This is an optimization exercise on Yosys and OpenROAD, whose aim is a short achievable clock period and few clock cycles, not a production implementation.
Where RTL was checked, it was by simulation tests only, not by an equivalence proof against the original.
Power figures rest on the tool's default switching activity, not on a simulated workload.

==> v19 <==
Design mipsCore, start of the top module:
module mipsCore
(
    input  logic        clk,
    input  logic        rst,
    output logic [31:0] pcF,
    input  logic [31:0] instr,
    output logic        memWrite,
    output logic [31:0] dataAddr,
    output logic [31:0] writeData,
    input  logic [31:0] readData
);
    logic        weM;            
    logic        memToRegM;
    logic        memWriteM;
    logic [4:0]  destM;
    logic [31:0] aluOutM;
    logic [31:0] aluOutNM;       
    logic [31:0] wdataM;
    logic [31:0] resultM;
    logic        vE;
    logic        weE;
    logic        memToRegE;
    logic        memWriteE;
    logic        beqE;
    logic [4:0]  destE;
    logic [31:0] aE;             
    logic [31:0] opBE;           
    logic [31:0] rtE;            
    logic        fwdAE;          
    logic        bSelME;         
    logic        bSelNME;
    logic        bSelRE;
    logic        fwdRtE;         
    logic        cinE;           
    logic        opAddE;
    logic        opAndE;
    logic        opOrE;
    logic        opSltE;
    logic        predTE;
    logic [31:0] altE;           
    logic        vD;
    logic [31:0] instrD;
    logic [31:0] pc4D;
    logic [31:0] regs [0:31];
    logic [31:1] rvalid;
    assign memWrite  = memWriteM;
    assign dataAddr  = aluOutM;
    assign writeData = wdataM;
    assign resultM   = memToRegM ? readData : aluOutM;
    always_ff @(posedge clk) begin
        for (int i = 1; i < 32; i++) begin
  ...
==> flow/config.mk <==
export PLATFORM = sky130hd
export DESIGN_NAME = mipsCore
export DESIGN_NICKNAME = mipsCore
export VERILOG_FILES = /design/flow/design.v
export SDC_FILE = /design/flow/constraint.sdc
export NUM_CORES = 8
export LEC_CHECK = 0
export ABC_CLOCK_PERIOD_IN_PS = 2500
export CAP_MARGIN = 20
export CORE_MARGIN = 2
export CORE_UTILIZATION = 40
export SETUP_SLACK_MARGIN = 5
export SLEW_MARGIN = 20
export SYNTH_HIERARCHICAL = 1
export SYNTH_MINIMUM_KEEP_SIZE = 0
==> flow/constraint.sdc <==
create_clock -name core_clock -period 10.0 [get_ports {clk}]
set_input_delay 2.0000 -clock core_clock [delete_from_list [all_inputs] [get_ports {clk}]]
set_output_delay 2.0000 -clock core_clock [all_outputs]
set_load 0.01 [all_outputs]
standard.sh (not shown) runs the stock make flow with config.mk's settings and CLKGATE_MAP_FILE= SYNTH_SCRIPT=/design/flow/synth_recipe.tcl, a recipe that flattens the netlist after the stock synthesis.
==> flow/flow/run.sh <==
#!/bin/bash
set -euo pipefail
bash standard.sh SETUP_SLACK_MARGIN=6.8 MATCH_CELL_FOOTPRINT=0 \
    "BUFFER_PORTS_ARGS=-buffer_cell sky130_fd_sc_hd__buf_4" finish > standard.log 2>&1
==> v21 (differences from v19) <==
--- a/flow/design.v
+++ b/flow/design.v
@@ -61,72 +61,14 @@
     localparam int IDEX_W  = 8 + 3*32 + 3*5;
     localparam int EXMEM_W = 3 + 2*32 + 5;
     localparam int MEMWB_W = 2 + 2*32 + 5;
 endpackage
 `default_nettype wire
 `timescale 1ns/100ps
 `default_nettype none
-module muxBank #(
-    parameter int W = 32
-) (
-    input  logic         sel,
-    input  logic [W-1:0] a,          
-    input  logic [W-1:0] b,
-    output logic [W-1:0] y
-);
-    assign y = sel ? a : b;
-endmodule
-module pcSelect
-(
-    input  logic        redirect,    
-    input  logic [31:0] alt,
-    input  logic        hold,        
-    input  logic [31:0] pc,
-    input  logic [31:0] pc4,
-    input  logic        isJ,
-    input  logic        predT,       
-    input  logic [25:0] jIndex,
-    input  logic [15:0] brLo,        
-    input  logic        brCarry,
-    input  logic        brSign,
-    input  logic [13:0] pcHiInc,     
-    input  logic [13:0] pcHiDec,
-    output logic [31:0] pcNext
-);
-    logic        selJ;
-    logic        selB;
-    logic [31:0] other;              
-    logic [13:0] hiC1;               
-    logic [13:0] hiC0;               
-    logic [13:0] brHi;
-    assign selJ = isJ && !hold && !redirect;
-    assign selB = predT && !hold && !redirect;
-    assign other = redirect ? alt
-                 : hold     ? pc
-                 : selJ     ? {pc4[31:28], jIndex, 2'b00}
-                 : pc4;
-    assign hiC1 = brSign ? pc[31:18] : pcHiInc;
-    assign hiC0 = brSign ? pcHiDec : pc[31:18];
-    muxBank #(.W(14)) carryMux (
-        .sel (brCarry),
-        .a   (hiC1),
-        .b   (hiC0),
-        .y   (brHi)
-    );
-    muxBank #(.W(30)) brMux (
-        .sel (selB),
-        .a   ({brHi, brLo}),
-        .b   (other[31:2]),
-        .y   (pcNext[31:2])
-    );
-    assign pcNext[1:0] = other[1:0];
-endmodule
-`default_nettype wire
-`timescale 1ns/100ps
-`default_nettype none
 module addKS #(
     parameter int W = 32
 ) (
     input  logic [W-1:0] a,
     input  logic [W-1:0] b,
     input  logic         cin,
     output logic [W-1:0] s,
@@ -180,24 +122,14 @@
     assign slt = (a[31] & b[31]) | ((a[31] ^ b[31]) & sum[31]);
     assign y = ({32{opAdd}} & sum)
              | ({32{opAnd}} & (a & b))
              | ({32{opOr}}  & (a | b))
              | {31'd0, opSlt & slt};
 endmodule
 `default_nettype wire
-`default_nettype none
-module eqCmp
-(
-    input  logic [31:0] a,
-    input  logic [31:0] b,
-    output logic        eq
-);
-    assign eq = a == b;
-endmodule
-`default_nettype wire
 `timescale 1ns/100ps
 `default_nettype none
 module mipsCore
 (
     input  logic        clk,
     input  logic        rst,
     output logic [31:0] pcF,
@@ -234,15 +166,16 @@
     logic        opAndE;
     logic        opOrE;
     logic        opSltE;
     logic        predTE;
     logic [31:0] altE;           
     logic        vD;
     logic [31:0] instrD;
-    logic [31:0] pc4D;
+    logic        predTD;
+    logic [31:0] altD;
     logic [31:0] regs [0:31];
     logic [31:1] rvalid;
     assign memWrite  = memWriteM;
     assign dataAddr  = aluOutM;
     assign writeData = wdataM;
     assign resultM   = memToRegM ? readData : aluOutM;
     always_ff @(posedge clk) begin
@@ -273,23 +206,15 @@
         .cin   (cinE),
         .opAdd (opAddE),
         .opAnd (opAndE),
         .opOr  (opOrE),
         .opSlt (opSltE),
         .y     (aluOut)
     );
-    logic eqRR;
-    logic eqMR;
-    logic eqRM;
-    logic eqE;
-    eqCmp cmpRR (.a(aE),      .b(rtE),     .eq(eqRR));
-    eqCmp cmpMR (.a(aluOutM), .b(rtE),     .eq(eqMR));
-    eqCmp cmpRM (.a(aE),      .b(aluOutM), .eq(eqRM));
-    assign eqE  = fwdAE ? (fwdRtE || eqMR) : (fwdRtE ? eqRM : eqRR);
-    assign redirectE = beqE && (eqE != predTE);
+    assign redirectE = beqE && ((srcA == rtvE) != predTE);
     always_ff @(posedge clk or posedge rst) begin
         if (rst) begin
             weM       <= 1'b0;
             memToRegM <= 1'b0;
             memWriteM <= 1'b0;
             destM     <= '0;
         end else begin
@@ -328,16 +253,14 @@
     logic [31:0] rd1D;
     logic [31:0] rd2D;
     logic [31:0] aD;
     logic [31:0] bD;
     logic        depAD;          
     logic        depBD;
     logic        stallD;         
-    logic        predTD;         
-    logic [31:0] brTargetD;
     assign opD = instrD[31:26];
     assign fnD = instrD[5:0];
     assign rsD = instrD[25:21];
     assign rtD = instrD[20:16];
     assign isAddD  = opD == 6'b000000 && fnD == 6'b100000;
     assign isSubD  = opD == 6'b000000 && fnD == 6'b100010;
     assign isAndD  = opD == 6'b000000 && fnD == 6'b100100;
@@ -358,23 +281,14 @@
     assign rd1D = (rsD != 5'd0 && rvalid[rsD]) ? regs[rsD] : 32'd0;
     assign rd2D = (rtD != 5'd0 && rvalid[rtD]) ? regs[rtD] : 32'd0;
     assign aD   = (weM && destM == rsD) ? resultM : rd1D;
     assign bD   = (weM && destM == rtD) ? resultM : rd2D;
     assign depAD = vE && weE && destE == rsD;
     assign depBD = vE && weE && destE == rtD;
     assign stallD = vD && memToRegE && ((useRsD && depAD) || (useRtD && depBD));
-    assign predTD = isBeqD && (instrD[15] || rsD == rtD);
-    addKS #(.W(30)) brAdd (
-        .a    (pc4D[31:2]),
-        .b    ({{14{instrD[15]}}, instrD[15:0]}),
-        .cin  (1'b0),
-        .s    (brTargetD[31:2]),
-        .cout ()
-    );
-    assign brTargetD[1:0] = 2'b00;
     always_ff @(posedge clk or posedge rst) begin
         if (rst) begin
             vE <= 1'b0;
         end else begin
             vE <= vD && !redirectE && !stallD;
         end
     end
@@ -394,27 +308,32 @@
         fwdRtE    <= depBD;
         cinE      <= invD;
         opAddE    <= isAddD || isSubD || immD;
         opAndE    <= isAndD;
         opOrE     <= isOrD;
         opSltE    <= isSltD;
         predTE    <= predTD;
-        altE      <= predTD ? pc4D : brTargetD;
+        altE      <= altD;
     end
     logic [31:0] pc4F;
     logic [13:0] pcHiF;
     logic [13:0] pcHiIncF;
     logic [13:0] pcHiDecF;
     logic [15:0] brLoF;          
     logic        brCarryF;
+    logic [13:0] brHiF;          
+    logic [31:0] brTargetF;
+    logic [31:0] jTargetF;
     logic        isJF;
+    logic        isBeqF;
     logic        predTF;
     logic [31:0] pcNext;
     assign isJF   = instr[31:26] == 6'b000010;
-    assign predTF = instr[31:26] == 6'b000100 && (instr[15] || instr[25:21] == instr[20:16]);
+    assign isBeqF = instr[31:26] == 6'b000100;
+    assign predTF = isBeqF && (instr[15] || instr[25:21] == instr[20:16]);
     addKS #(.W(30)) pcInc (
         .a    (pcF[31:2]),
         .b    (30'd1),
         .cin  (1'b0),
         .s    (pc4F[31:2]),
         .cout ()
     );
@@ -437,40 +356,41 @@
     addKS #(.W(16)) brLo (
         .a    (pcF[17:2]),
         .b    (instr[15:0]),
         .cin  (1'b1),
         .s    (brLoF),
         .cout (brCarryF)
     );
-    pcSelect pcSel (
-        .redirect (redirectE),
-        .alt      (altE),
-        .hold     (stallD),
-        .pc       (pcF),
-        .pc4      (pc4F),
-        .isJ      (isJF),
-        .predT    (predTF),
-        .jIndex   (instr[25:0]),
-        .brLo     (brLoF),
-        .brCarry  (brCarryF),
-        .brSign   (instr[15]),
-        .pcHiInc  (pcHiIncF),
-        .pcHiDec  (pcHiDecF),
-        .pcNext   (pcNext)
-    );
+    always_comb begin
+        case ({instr[15], brCarryF})
+            2'b01:   brHiF = pcHiIncF;
+            2'b10:   brHiF = pcHiDecF;
+            default: brHiF = pcHiF;
+        endcase
+    end
+    assign brTargetF = {brHiF, brLoF, 2'b00};
+    assign jTargetF  = {pc4F[31:28], instr[25:0], 2'b00};
+    always_comb begin
+        if (redirectE)   pcNext = altE;
+        else if (stallD) pcNext = pcF;
+        else if (isJF)   pcNext = jTargetF;
+        else if (predTF) pcNext = brTargetF;
+        else             pcNext = pc4F;
+    end
     always_ff @(posedge clk or posedge rst) begin
         if (rst) begin
             pcF <= 32'h0000_0000;
             vD  <= 1'b0;
         end else begin
             pcF <= pcNext;
             vD  <= !redirectE;
         end
     end
     always_ff @(posedge clk) begin
         if (!stallD) begin
             instrD <= instr;
-            pc4D   <= pc4F;
+            predTD <= predTF;
+            altD   <= predTF ? pc4F : brTargetF;
         end
     end
 endmodule
 `default_nettype wire
==> flow/run.sh (new file) <==
#!/bin/bash
# synth_recipe.tcl (not shown) runs the flow's synth.tcl, then flattens the netlist and writes it again
# the make line also repeats each setting of config.mk as NAME=value (left out here)
make -C /OpenROAD-flow-scripts/flow DESIGN_CONFIG=/design/flow/config.mk WORK_HOME=/design/flow/orfs CLKGATE_MAP_FILE= SYNTH_SCRIPT=/design/flow/synth_recipe.tcl finish
removed: flow/flow/run.sh
removed: flow/standard.sh
==> v6 (differences from v19) <==
--- a/flow/design.v
+++ b/flow/design.v
@@ -61,14 +61,35 @@
     localparam int IDEX_W  = 8 + 3*32 + 3*5;
     localparam int EXMEM_W = 3 + 2*32 + 5;
     localparam int MEMWB_W = 2 + 2*32 + 5;
 endpackage
 `default_nettype wire
 `timescale 1ns/100ps
 `default_nettype none
+module regRead
+(
+    input  logic [1023:0] regs,      
+    input  logic [31:1] valid,
+    input  logic [4:0]  addr,
+    output logic [31:0] data
+);
+    logic [31:1] sel;
+    always_comb begin
+        for (int i = 1; i < 32; i++) begin
+            sel[i] = valid[i] && addr == 5'(i);
+        end
+        data = '0;
+        for (int i = 1; i < 32; i++) begin
+            data = data | ({32{sel[i]}} & regs[32*i +: 32]);
+        end
+    end
+endmodule
+`default_nettype wire
+`timescale 1ns/100ps
+`default_nettype none
 module muxBank #(
     parameter int W = 32
 ) (
     input  logic         sel,
     input  logic [W-1:0] a,          
     input  logic [W-1:0] b,
     output logic [W-1:0] y
@@ -76,14 +97,16 @@
     assign y = sel ? a : b;
 endmodule
 module pcSelect
 (
     input  logic        redirect,    
     input  logic [31:0] alt,
     input  logic        hold,        
+    input  logic        redirectD,   
+    input  logic [31:0] altD,
     input  logic [31:0] pc,
     input  logic [31:0] pc4,
     input  logic        isJ,
     input  logic        predT,       
     input  logic [25:0] jIndex,
     input  logic [15:0] brLo,        
     input  logic        brCarry,
@@ -94,18 +117,19 @@
 );
     logic        selJ;
     logic        selB;
     logic [31:0] other;              
     logic [13:0] hiC1;               
     logic [13:0] hiC0;               
     logic [13:0] brHi;
-    assign selJ = isJ && !hold && !redirect;
-    assign selB = predT && !hold && !redirect;
-    assign other = redirect ? alt
-                 : hold     ? pc
+    assign selJ = isJ && !hold && !redirect && !redirectD;
+    assign selB = predT && !hold && !redirect && !redirectD;
+    assign other = redirect  ? alt
+                 : hold      ? pc
+                 : redirectD ? altD
                  : selJ     ? {pc4[31:28], jIndex, 2'b00}
                  : pc4;
     assign hiC1 = brSign ? pc[31:18] : pcHiInc;
     assign hiC0 = brSign ? pcHiDec : pc[31:18];
     muxBank #(.W(14)) carryMux (
         .sel (brCarry),
         .a   (hiC1),
@@ -128,15 +152,15 @@
 ) (
     input  logic [W-1:0] a,
     input  logic [W-1:0] b,
     input  logic         cin,
     output logic [W-1:0] s,
     output logic         cout
 );
-    localparam int L = $clog2(W);
+    localparam int L = (W > 16) ? 5 : (W > 8) ? 4 : (W > 4) ? 3 : (W > 2) ? 2 : 1;
     logic [W-1:0] g [0:L];
     logic [W-1:0] p [0:L];
     always_comb begin
         g[0] = a & b;
         p[0] = a ^ b;
         for (int l = 0; l < L; l++) begin
             for (int i = 0; i < W; i++) begin
@@ -190,14 +214,29 @@
     input  logic [31:0] a,
     input  logic [31:0] b,
     output logic        eq
 );
     assign eq = a == b;
 endmodule
 `default_nettype wire
+`default_nettype none
+module sumZero
+(
+    input  logic [31:0] a,
+    input  logic [31:0] b,
+    input  logic        cin,
+    output logic        zero
+);
+    logic [31:0] p;
+    logic [31:0] cMade;          
+    assign p     = a ^ b;
+    assign cMade = {p[30:0] | a[30:0], cin};
+    assign zero  = &(~(p ^ cMade));
+endmodule
+`default_nettype wire
 `timescale 1ns/100ps
 `default_nettype none
 module mipsCore
 (
     input  logic        clk,
     input  logic        rst,
     output logic [31:0] pcF,
@@ -351,21 +390,32 @@
     assign useRsD  = isRD || isAddiD || isLwD || isSwD || isBeqD;
     assign useRtD  = isRD || isSwD || isBeqD;
     assign immD    = isAddiD || isLwD || isSwD;
     assign invD    = isSubD || isSltD;
     assign immValD = {{16{instrD[15]}}, instrD[15:0]};
     assign destD   = isRD ? instrD[15:11] : rtD;
     assign weD     = (isRD || isAddiD || isLwD) && destD != 5'd0;
-    assign rd1D = (rsD != 5'd0 && rvalid[rsD]) ? regs[rsD] : 32'd0;
-    assign rd2D = (rtD != 5'd0 && rvalid[rtD]) ? regs[rtD] : 32'd0;
+    logic [1023:0] regsFlat;
+    always_comb begin
+        for (int i = 0; i < 32; i++) regsFlat[32*i +: 32] = regs[i];
+    end
+    regRead read1 (.regs(regsFlat), .valid(rvalid), .addr(rsD), .data(rd1D));
+    regRead read2 (.regs(regsFlat), .valid(rvalid), .addr(rtD), .data(rd2D));
     assign aD   = (weM && destM == rsD) ? resultM : rd1D;
     assign bD   = (weM && destM == rtD) ? resultM : rd2D;
     assign depAD = vE && weE && destE == rsD;
     assign depBD = vE && weE && destE == rtD;
     assign stallD = vD && memToRegE && ((useRsD && depAD) || (useRtD && depBD));
+    logic        zeroChkD;
+    logic        sumZeroD;
+    logic        redirectD;
+    assign zeroChkD  = isBeqD && opAddE && !memToRegE && !fwdAE && bSelRE
+                    && ((depAD && rtD == 5'd0) || (depBD && rsD == 5'd0));
+    sumZero zeroChk (.a(aE), .b(opBE), .cin(cinE), .zero(sumZeroD));
+    assign redirectD = vD && zeroChkD && !stallD && !redirectE && (sumZeroD != predTD);
     assign predTD = isBeqD && (instrD[15] || rsD == rtD);
     addKS #(.W(30)) brAdd (
         .a    (pc4D[31:2]),
         .b    ({{14{instrD[15]}}, instrD[15:0]}),
         .cin  (1'b0),
         .s    (brTargetD[31:2]),
         .cout ()
@@ -378,15 +428,15 @@
             vE <= vD && !redirectE && !stallD;
         end
     end
     always_ff @(posedge clk) begin
         weE       <= weD;
         memToRegE <= isLwD;
         memWriteE <= isSwD;
-        beqE      <= vD && !redirectE && !stallD && isBeqD;
+        beqE      <= vD && !redirectE && !stallD && isBeqD && !zeroChkD;
         destE     <= destD;
         aE        <= aD;
         opBE      <= immD ? immValD : invD ? ~bD : bD;
         rtE       <= bD;
         fwdAE     <= depAD;
         bSelME    <= depBD && !immD && !invD;
         bSelNME   <= depBD && !immD && invD;
@@ -441,14 +491,16 @@
         .s    (brLoF),
         .cout (brCarryF)
     );
     pcSelect pcSel (
         .redirect (redirectE),
         .alt      (altE),
         .hold     (stallD),
+        .redirectD(redirectD),
+        .altD     (predTD ? pc4D : brTargetD),
         .pc       (pcF),
         .pc4      (pc4F),
         .isJ      (isJF),
         .predT    (predTF),
         .jIndex   (instr[25:0]),
         .brLo     (brLoF),
         .brCarry  (brCarryF),
@@ -459,15 +511,15 @@
     );
     always_ff @(posedge clk or posedge rst) begin
         if (rst) begin
             pcF <= 32'h0000_0000;
             vD  <= 1'b0;
         end else begin
             pcF <= pcNext;
-            vD  <= !redirectE;
+            vD  <= !redirectE && !redirectD;
         end
     end
     always_ff @(posedge clk) begin
         if (!stallD) begin
             instrD <= instr;
             pc4D   <= pc4F;
         end
==> summary of the runs <==
The lowest worst hold slack belongs to v21, the highest to v6.
Between v21 and v6, the lower clock skew is in v21 (gap 0.032 ns).
Global-route usage, highest first: v6, v19, v21.
Flip-flop and latch count is the same in v19 and v6.
Via count, highest first: v6, v19, v21.
The highest utilization belongs to v6, the lowest to v21.
Power: v21 < v6 < v19.
Testbench counts of v6, summed over its fixed seeds: cycles 29,757.
Only the layout flow was run in v19 and v21; the RTL was not checked for function there.

separate check: timing with driven ports:
The results above use ideal ports. As a check the final layouts listed here were re-extracted and re-timed, cells and wires unchanged.
Step 1 assumes that a clkbuf_16 drives the clock port and a buf_2 every other input.
Step 2 also shifts input and output timing later by t, the mid clock arrival at the registers, as if the neighbouring blocks saw the same clock.
a / b / c = ideal / step 1 / step 2; a / b = the first two.
| run | t, ns | slack for setup (ns) | worst setup path after step 2 | latest minus earliest clock arrival (ns) | worst data-port slew with drivers (ns) |
|---|---|---|---|---|---|
| v19 | 0.895 | 6.474 / 6.474 / 5.757 | input to register | 0.051 / 0.051 | 0.15 |
| v21 | 0.894 | 4.831 / 4.831 / 4.471 | input to register | 0.042 / 0.042 | 0.11 |
| v6 | 0.908 | 6.035 / 6.035 / 5.663 | input to register | 0.071 / 0.070 | 0.10 |
After both steps every run listed still meets setup and hold. For v19, which loses most, drivers alone change the setup slack by 0.000 ns; drivers and shift together by -0.717 ns.
